What follows belongs to an exercise in optimizing a design on an open flow for small area; a production flow would make more cautious choices. In this exercise RTL edits were held to simulation tests only and were not proved equivalent to the original. Power and IR drop assume default switching activity. The flow treats the clock pin as an ideal source, which a real chip does not have.

==> flow/design.v (excerpt) <==
module dec_stage_pipe #(
    parameter int DATA_W  = 32,
    parameter int NREGS   = 32,
    parameter bit R0_ZERO = 1'b1,
    localparam int AW     = (NREGS > 1) ? $clog2(NREGS) : 1
) (
    input  logic                   clk_i,
    input  logic                   rst_ni,
    input  logic [31:0]            instr,
    input  logic                   in_valid,
    output logic                   in_ready,
    input  logic                   rf_b_sel,
    input  logic                   rf_wr_en,
    input  logic [AW-1:0]          rf_wr_addr,
    input  logic                   rf_wr_data_sel,
    input  logic [DATA_W-1:0]      alu_out,
    input  logic [DATA_W-1:0]      mem_out,
    output logic                   out_valid,
    input  logic                   out_ready,
    output logic [DATA_W-1:0]      rf_a,
    output logic [DATA_W-1:0]      rf_b,
    output logic [DATA_W-1:0]      immed,
    output logic [AW-1:0]          rd_q,
    output logic [5:0]             opcode_q
);
Settings: LEC_CHECK=0, CAP_MARGIN=20, CORE_MARGIN=2, CORE_UTILIZATION=40, SETUP_SLACK_MARGIN=0.15, SLEW_MARGIN=20, SYNTH_HIERARCHICAL=1; clock period 5.0 ns.
standard.sh (not shown) runs the stock make flow with config.mk's settings and CLKGATE_MAP_FILE= SYNTH_SCRIPT=/design/flow/synth_recipe.tcl, a recipe that flattens the netlist after the stock synthesis.
==> flow/flow/run.sh <==
#!/bin/bash
# Layout flow: the standard ORFS flow (standard.sh, unchanged synthesis)
# with two layout changes:
#  - the port buffers that global placement inserts are
#    sky130_fd_sc_hd__buf_1 cells rather than the default delay buffer;
#  - clock tree synthesis runs without dummy loads and with larger sink
#    clusters (up to 30 sinks, 100 um across), so fewer leaf buffers
#    (same arguments as the standard cts.tcl otherwise).
# The make output goes to flow_make.log; ORFS writes each step's own log
# under orfs/logs/.
set -euo pipefail
bash standard.sh \
  "BUFFER_PORTS_ARGS=-buffer_cell sky130_fd_sc_hd__buf_1" \
  "CTS_ARGS=-sink_clustering_enable -repair_clock_nets -dont_use_dummy_load -sink_clustering_size 30 -sink_clustering_max_diameter 100" \
  finish > flow_make.log 2>&1
Edit:
--- a/flow/flow/run.sh
+++ b/flow/flow/run.sh
@@ -6,3 +6,2 @@
-#  - clock tree synthesis runs without dummy loads and with larger sink
-#    clusters (up to 30 sinks, 100 um across), so fewer leaf buffers
-#    (same arguments as the standard cts.tcl otherwise).
+#  - clock tree synthesis runs without dummy loads (same arguments as the
+#    standard cts.tcl otherwise).
@@ -14 +13 @@
-  "CTS_ARGS=-sink_clustering_enable -repair_clock_nets -dont_use_dummy_load -sink_clustering_size 30 -sink_clustering_max_diameter 100" \
+  "CTS_ARGS=-sink_clustering_enable -repair_clock_nets -dont_use_dummy_load" \
The new run completed without violations.
Wire length grows by 1.0%.
Via count grows by 1.6%.
Core utilization grows by 1.5 points.
Worst hold slack improved by 0.020 ns.
Register-to-register slack is about the same.
Sequential power barely changes.
Total power grows by 18%.

* * *

old:
Starting RTL as in the previous note.
Settings: LEC_CHECK=0, CAP_MARGIN=20, CORE_MARGIN=2, CORE_UTILIZATION=40, SETUP_SLACK_MARGIN=0.15, SLEW_MARGIN=20, SYNTH_HIERARCHICAL=1; clock period 5.0 ns.
run.sh (not shown) runs the stock make flow with config.mk's settings and CLKGATE_MAP_FILE= SYNTH_SCRIPT=/design/flow/synth_recipe.tcl, a recipe that flattens the netlist after the stock synthesis.
Stock flow here: none of the scripts above is used.
The following lists how new was set up differently from old:
Settings: a change of SLEW_MARGIN from 20 to 10; a change of CAP_MARGIN from 20 to 10.
==> flow/flow/run.sh (new file) <==
#!/bin/bash
# Layout flow: the standard ORFS flow (standard.sh, unchanged synthesis)
# with two layout changes:
#  - the port buffers that global placement inserts are
#    sky130_fd_sc_hd__buf_1 cells rather than the default delay buffer;
#  - clock tree synthesis runs without dummy loads and with larger sink
#    clusters (up to 25 sinks, 80 um across), so fewer leaf buffers
#    (same arguments as the standard cts.tcl otherwise).
# The make output goes to flow_make.log; ORFS writes each step's own log
# under orfs/logs/.
set -euo pipefail
bash standard.sh \
  "BUFFER_PORTS_ARGS=-buffer_cell sky130_fd_sc_hd__buf_1" \
  "CTS_ARGS=-sink_clustering_enable -repair_clock_nets -dont_use_dummy_load -sink_clustering_size 25 -sink_clustering_max_diameter 80" \
  finish > flow_make.log 2>&1
==> flow/standard.sh (new file) <==
#!/bin/bash
# synth_recipe.tcl (not shown) runs the flow's synth.tcl, then flattens the netlist and writes it again
# the make line also repeats each setting of config.mk as NAME=value (left out here)
make -C /OpenROAD-flow-scripts/flow DESIGN_CONFIG=/design/flow/config.mk WORK_HOME=/design/flow/orfs CLKGATE_MAP_FILE= SYNTH_SCRIPT=/design/flow/synth_recipe.tcl "${@:-finish}"
removed: flow/run.sh
[summary]
- new has clock-cell share of area below what old had.
- In new, the sum of met3 wire segment lengths after detailed routing came out 16% below the value in old.
- Taking old as the reference, in new register-to-register slack +0.09 ns; clock power share saw a decrease; total number of vias has decreased.
- old was larger in final cell area than new.
- Going from old to new, the switching share of power was found to have gone up by 1.5 points.
- In new, the worst hold slack came out 0.055 ns below the value in old.

[static timing again, ports no longer ideal]
The results above use ideal ports. As a check the final layouts listed here were re-extracted and re-timed, cells and wires unchanged.
Step 1 assumes that a clkbuf_16 drives the clock port and a buf_2 every other input.
Step 2 moves the port delays by t, midway between the first and last clock arrival at a register: inputs arrive t later, outputs are due t later. That takes back most of the time a late clock gives input paths.
Slacks: ideal / step 1 / step 2; pairs: ideal / step 1.
| run | shift t [ns] | slack for setup (ns) | worst hold slack (ns) | worst setup path after step 2 | pins driven straight from the clock port |
|---|---|---|---|---|---|
| the first run of note 1 | 0.725 | 0.187 / 0.109 / 0.833 | 0.435 / 0.378 / 0.484 | register to output | 1 |
| the second run of note 1 | 0.753 | 0.177 / 0.101 / 0.854 | 0.455 / 0.400 / 0.471 | register to output | 1 |
| old | 0.787 | 0.056 / -0.016 / 0.771 | 0.476 / 0.476 / 0.476 | register to output | 1 |
| new | 0.746 | 0.099 / 0.023 / 0.769 | 0.421 / 0.366 / 0.476 | register to output | 1 |
After both steps every run listed still meets setup and hold.
